This design comes from an exercise in tuning for small area, a short achievable clock period and few clock cycles on the open sky130 flow, not from production work. Function was checked by simulation only, so behaviour that the tests miss may differ from the original. No activity file was given, so power comes from the tool's default toggle rates.

==> module mvuSequencer, before the edit <==
module mvuSequencer (
	input  logic                            clk,
	input  logic                            rst,
	input  logic                            aStrobe,
	input  logic [mvuPkg::ATILE_WIDTH-1:0]  aData,
	input  logic                            aPad,
	input  logic [mvuPkg::FOLD_WIDTH-1:0]   foldCount,
	input  logic                            pop,	 
	output logic [mvuPkg::MAX_FOLD-1:0]     rdSel,	 
	output logic [mvuPkg::ATILE_WIDTH-1:0]  a0,	 
	output logic [mvuPkg::ATILE_WIDTH-1:0]  a1,	 
	output logic                            last,
	output logic                            hold
);
	logic [FOLD_WIDTH-1:0] pos;	 
	logic [MAX_FOLD-1:0]   posOH;	 
	logic [FOLD_WIDTH-1:0] fcR;	 
	logic [CNT_WIDTH-1:0]  cnt;	 
	logic                  atEnd;
	logic                  closing;
	logic [FOLD_WIDTH-1:0] posNext;
	logic [CNT_WIDTH-1:0]  cntNext;
	assign atEnd = (pos == foldCount);
	assign closing = aStrobe && atEnd;
	assign posNext = aStrobe ? (atEnd ? '0 : pos + 1'b1) : pos;
	assign cntNext = cnt + CNT_WIDTH'(closing) - CNT_WIDTH'(pop);
	logic mayLast;
	logic cntFull;
	assign mayLast = aStrobe ? (atEnd || ((pos + 1'b1) == foldCount))
	                         : ((pos == '0) || (pos == fcR));
	assign cntFull = closing ? (pop ? (cnt >= CNT_WIDTH'(HOLD_CNT)) : (cnt >= CNT_WIDTH'(HOLD_CNT - 1)))
	                         : (pop ? (cnt >= CNT_WIDTH'(HOLD_CNT + 1)) : (cnt >= CNT_WIDTH'(HOLD_CNT)));
	always_ff @(posedge clk) begin
		if (rst) begin
			pos <= '0;
			posOH <= MAX_FOLD'(1);
			fcR <= '0;
			cnt <= '0;
			hold <= 1'b0;
		end else begin
			pos <= posNext;
			if (aStrobe)
				posOH <= atEnd ? MAX_FOLD'(1) : {posOH[MAX_FOLD-2:0], 1'b0};
			if (aStrobe)
				fcR <= foldCount;
			cnt <= cntNext;
			hold <= cntFull && mayLast;
		end
	end
	assign rdSel = posOH;
	always_ff @(posedge clk) begin
		if (rst) begin
			last <= 1'b0;
		end else begin
			last <= closing;
		end
	end
	mvuAreg aReg0_i (.clk(clk), .en(aStrobe && !aPad), .d(aData), .q(a0));
	mvuAreg aReg1_i (.clk(clk), .en(aStrobe && !aPad), .d(aData), .q(a1));
endmodule
==> module resultFifo, before the edit <==
module resultFifo (
	input  logic                          clk,
	input  logic                          rst,
	input  logic                          push,
	input  logic [mvuPkg::QRES_WIDTH-1:0] pushData,
	output logic                          pop,
	output logic                          outVld,
	output logic [mvuPkg::OUT_WIDTH-1:0]  outData,
	output logic [mvuPkg::LANE_WIDTH-1:0] outLane
);
	logic [QRES_WIDTH-1:0] mem [FIFO_DEPTH];
	logic [PTR_WIDTH-1:0]  wrPtr;
	logic [PTR_WIDTH-1:0]  rdPtr;
	logic                  wrPh;	 
	logic                  rdPh;
	logic [LANE_WIDTH-1:0] lane;
	logic                  empty;
	assign empty = (wrPtr == rdPtr) && (wrPh == rdPh);
	assign pop = !empty && (lane == 2'd3);
	always_ff @(posedge clk) begin
		if (push)
			mem[wrPtr] <= pushData;
	end
	always_ff @(posedge clk) begin
		if (rst) begin
			wrPtr <= '0;
			rdPtr <= '0;
			wrPh <= 1'b0;
			rdPh <= 1'b0;
			lane <= '0;
			outVld <= 1'b0;
		end else begin
			if (push) begin
				wrPtr <= (wrPtr == PTR_WIDTH'(FIFO_DEPTH - 1)) ? '0 : wrPtr + 1'b1;
				if (wrPtr == PTR_WIDTH'(FIFO_DEPTH - 1))
					wrPh <= !wrPh;
			end
			if (pop) begin
				rdPtr <= (rdPtr == PTR_WIDTH'(FIFO_DEPTH - 1)) ? '0 : rdPtr + 1'b1;
				if (rdPtr == PTR_WIDTH'(FIFO_DEPTH - 1))
					rdPh <= !rdPh;
			end
			if (!empty)
				lane <= lane + 1'b1;
			outVld <= !empty;
		end
	end
	always_ff @(posedge clk) begin
		outData <= mem[rdPtr][lane*8 +: 8];
		outLane <= lane;
	end
endmodule
==> module mvuTop, before the edit <==
module mvuTop (
	input  logic                           clk,
	input  logic                           rst,
	input  logic                           wWr,
	input  logic [mvuPkg::FOLD_WIDTH-1:0]  wAddr,
	input  logic [mvuPkg::WTILE_WIDTH-1:0] wData,
	input  logic [mvuPkg::FOLD_WIDTH-1:0]  foldCount,
	input  logic                           aStrobe,
	input  logic [mvuPkg::ATILE_WIDTH-1:0] aData,
	input  logic                           aPad,
	output logic                           outVld,
	output logic [mvuPkg::OUT_WIDTH-1:0]   outData,
	output logic [mvuPkg::LANE_WIDTH-1:0]  outLane,
	output logic                           hold
);
	logic [MAX_FOLD-1:0]    rdSel;
	logic [WTILE_WIDTH-1:0] rdData;
	logic [ATILE_WIDTH-1:0] a0;
	logic [ATILE_WIDTH-1:0] a1;
	logic                   last;
	logic                   vld;
	logic [QRES_WIDTH-1:0]  q;
	logic                   pop;
	weightMem weightMem_i (
		.clk    (clk),
		.wWr    (wWr),
		.wAddr  (wAddr),
		.wData  (wData),
		.rdSel  (rdSel),
		.rdData (rdData)
	);
	mvuSequencer mvuSequencer_i (
		.clk       (clk),
		.rst       (rst),
		.aStrobe   (aStrobe),
		.aData     (aData),
		.aPad      (aPad),
		.foldCount (foldCount),
		.pop       (pop),
		.rdSel     (rdSel),
		.a0        (a0),
		.a1        (a1),
		.last      (last),
		.hold      (hold)
	);
	mvuCore mvuCore_i (
		.clk  (clk),
		.rst  (rst),
		.last (last),
		.w    (rdData),
		.a0   (a0),
		.a1   (a1),
		.vld  (vld),
		.q    (q)
	);
	resultFifo resultFifo_i (
		.clk      (clk),
		.rst      (rst),
		.push     (vld),
		.pushData (q),
		.pop      (pop),
		.outVld   (outVld),
		.outData  (outData),
		.outLane  (outLane)
	);
endmodule
export LEC_CHECK = 0
export CAP_MARGIN = 20
export CORE_MARGIN = 2
export CORE_UTILIZATION = 40
export CTS_CLUSTER_DIAMETER = 100
export CTS_CLUSTER_SIZE = 24
export SETUP_SLACK_MARGIN = 3.4
export SLEW_MARGIN = 20
export SYNTH_HIERARCHICAL = 1
export SYNTH_MINIMUM_KEEP_SIZE = 0
create_clock -name core_clock -period 6.0 [get_ports {clk}]
standard.sh (not shown) runs the stock make flow with config.mk's settings and CLKGATE_MAP_FILE= SYNTH_SCRIPT=/design/flow/synth_recipe.tcl, a recipe that flattens the netlist after the stock synthesis.
==> flow/flow/run.sh <==
#!/bin/bash
# The standard layout, with plain buffers on the ports instead of the
# delay cells buffer_ports picks by default.
set -euo pipefail
export BUFFER_PORTS_ARGS="-buffer_cell sky130_fd_sc_hd__buf_2"
bash standard.sh > standard.log 2>&1
The starting point ran to the end with no violations.
Testbench counts at the start, summed over its fixed seeds: cycles 9,915.
Change:
--- a/flow/design.v
+++ b/flow/design.v
@@ -10,11 +10,11 @@
 	localparam int unsigned OUT_WIDTH = 8;
 	localparam int unsigned LANE_WIDTH = 2;
 	localparam int unsigned FIFO_DEPTH = 4;
 	localparam int unsigned PTR_WIDTH = $clog2(FIFO_DEPTH);
 	localparam int unsigned HOLD_CNT = FIFO_DEPTH + 1;
-	localparam int unsigned CNT_WIDTH = $clog2(HOLD_CNT + 1);	 
+	localparam int unsigned CNT_WIDTH = $clog2(HOLD_CNT + 3);	 
 	localparam int unsigned WTILE_WIDTH = PE * SIMD * WEIGHT_WIDTH;
 	localparam int unsigned ATILE_WIDTH = SIMD * ACTIVATION_WIDTH;
 	localparam int unsigned QRES_WIDTH = PE * OUT_WIDTH;
 endpackage
 `timescale 1ns/1ns
@@ -51,10 +51,11 @@
 	input  logic                            aStrobe,
 	input  logic [mvuPkg::ATILE_WIDTH-1:0]  aData,
 	input  logic                            aPad,
 	input  logic [mvuPkg::FOLD_WIDTH-1:0]   foldCount,
 	input  logic                            pop,	 
+	input  logic                            twoPops,	 
 	output logic [mvuPkg::MAX_FOLD-1:0]     rdSel,	 
 	output logic [mvuPkg::ATILE_WIDTH-1:0]  a0,	 
 	output logic [mvuPkg::ATILE_WIDTH-1:0]  a1,	 
 	output logic                            last,
 	output logic                            hold
@@ -73,12 +74,16 @@
 	assign cntNext = cnt + CNT_WIDTH'(closing) - CNT_WIDTH'(pop);
 	logic mayLast;
 	logic cntFull;
 	assign mayLast = aStrobe ? (atEnd || ((pos + 1'b1) == foldCount))
 	                         : ((pos == '0) || (pos == fcR));
-	assign cntFull = closing ? (pop ? (cnt >= CNT_WIDTH'(HOLD_CNT)) : (cnt >= CNT_WIDTH'(HOLD_CNT - 1)))
-	                         : (pop ? (cnt >= CNT_WIDTH'(HOLD_CNT + 1)) : (cnt >= CNT_WIDTH'(HOLD_CNT)));
+	logic cntFull1, cntFull2;
+	assign cntFull1 = closing ? (pop ? (cnt >= CNT_WIDTH'(HOLD_CNT)) : (cnt >= CNT_WIDTH'(HOLD_CNT - 1)))
+	                          : (pop ? (cnt >= CNT_WIDTH'(HOLD_CNT + 1)) : (cnt >= CNT_WIDTH'(HOLD_CNT)));
+	assign cntFull2 = closing ? (pop ? (cnt >= CNT_WIDTH'(HOLD_CNT + 1)) : (cnt >= CNT_WIDTH'(HOLD_CNT)))
+	                          : (pop ? (cnt >= CNT_WIDTH'(HOLD_CNT + 2)) : (cnt >= CNT_WIDTH'(HOLD_CNT + 1)));
+	assign cntFull = twoPops ? cntFull2 : cntFull1;
 	always_ff @(posedge clk) begin
 		if (rst) begin
 			pos <= '0;
 			posOH <= MAX_FOLD'(1);
 			fcR <= '0;
@@ -2551,19 +2556,32 @@
 	input  logic                          push,
 	input  logic [mvuPkg::QRES_WIDTH-1:0] pushData,
 	output logic                          pop,
 	output logic                          outVld,
 	output logic [mvuPkg::OUT_WIDTH-1:0]  outData,
-	output logic [mvuPkg::LANE_WIDTH-1:0] outLane
+	output logic [mvuPkg::LANE_WIDTH-1:0] outLane,
+	output logic                          twoPops	 
 );
 	logic [QRES_WIDTH-1:0] mem [FIFO_DEPTH];
 	logic [PTR_WIDTH-1:0]  wrPtr;
 	logic [PTR_WIDTH-1:0]  rdPtr;
 	logic                  wrPh;	 
 	logic                  rdPh;
 	logic [LANE_WIDTH-1:0] lane;
 	logic                  empty;
+	logic [PTR_WIDTH:0]    occ;	 
+	logic [PTR_WIDTH:0]    occNext;
+	logic [LANE_WIDTH-1:0] laneNext;
+	assign occNext = occ + (PTR_WIDTH+1)'(push) - (PTR_WIDTH+1)'(pop);
+	assign laneNext = empty ? lane : lane + 1'b1;
+	always_ff @(posedge clk) begin
+		if (rst)
+			occ <= '0;
+		else
+			occ <= occNext;
+	end
+	assign twoPops = (occNext >= (PTR_WIDTH+1)'(2)) && (laneNext == 2'd3);
 	assign empty = (wrPtr == rdPtr) && (wrPh == rdPh);
 	assign pop = !empty && (lane == 2'd3);
 	always_ff @(posedge clk) begin
 		if (push)
 			mem[wrPtr] <= pushData;
@@ -2620,10 +2638,11 @@
 	logic [ATILE_WIDTH-1:0] a1;
 	logic                   last;
 	logic                   vld;
 	logic [QRES_WIDTH-1:0]  q;
 	logic                   pop;
+	logic                   twoPops;
 	weightMem weightMem_i (
 		.clk    (clk),
 		.wWr    (wWr),
 		.wAddr  (wAddr),
 		.wData  (wData),
@@ -2636,10 +2655,11 @@
 		.aStrobe   (aStrobe),
 		.aData     (aData),
 		.aPad      (aPad),
 		.foldCount (foldCount),
 		.pop       (pop),
+		.twoPops   (twoPops),
 		.rdSel     (rdSel),
 		.a0        (a0),
 		.a1        (a1),
 		.last      (last),
 		.hold      (hold)
@@ -2658,10 +2678,11 @@
 		.clk      (clk),
 		.rst      (rst),
 		.push     (vld),
 		.pushData (q),
 		.pop      (pop),
+		.twoPops  (twoPops),
 		.outVld   (outVld),
 		.outData  (outData),
 		.outLane  (outLane)
 	);
 endmodule
The new run finished with timing, DRC and antenna clean.
Die area rose by 0.33%.
Synthesized cell count rises by 0.77%.
Power goes up by 0.66%.
Sequential cell count goes up by 3.
Design area grows by 0.51%.
Utilization falls by 0.10 points.
Wire length hardly moves.
Combinational power rises by about 3%.
Testbench counts after the change, summed over its fixed seeds: cycles 9,881.

afterwards: timing with drivers on the ports:
In the flow no input, the clock included, has a driving cell. The finished layouts below were timed again as built, in two steps. Step 1 assumes that a clkbuf_16 drives the clock port and a buf_2 every other input. Step 2 times the ports against the registers' clock, not the clock port: input delays grow and output delays shrink by t, the midpoint of the rising clock arrivals with the driver on. Slacks: no drivers / after step 1 / after step 2; pairs: no drivers / after step 1.
run | t, ns | slack for setup (ns) | hold WS [ns] | worst data-port slew with drivers (ns)
the first run | 0.793 | 3.468 / 3.462 / 2.845 | 0.328 / 0.328 / 0.328 | 0.21
the second run | 0.804 | 3.093 / 3.093 / 2.942 | 0.330 / 0.330 / 0.330 | 0.23
After both steps setup and hold are still met in every run listed. The setup slack of the first run, which loses most, moves by -0.006 ns with the drivers and by -0.623 ns with both steps.
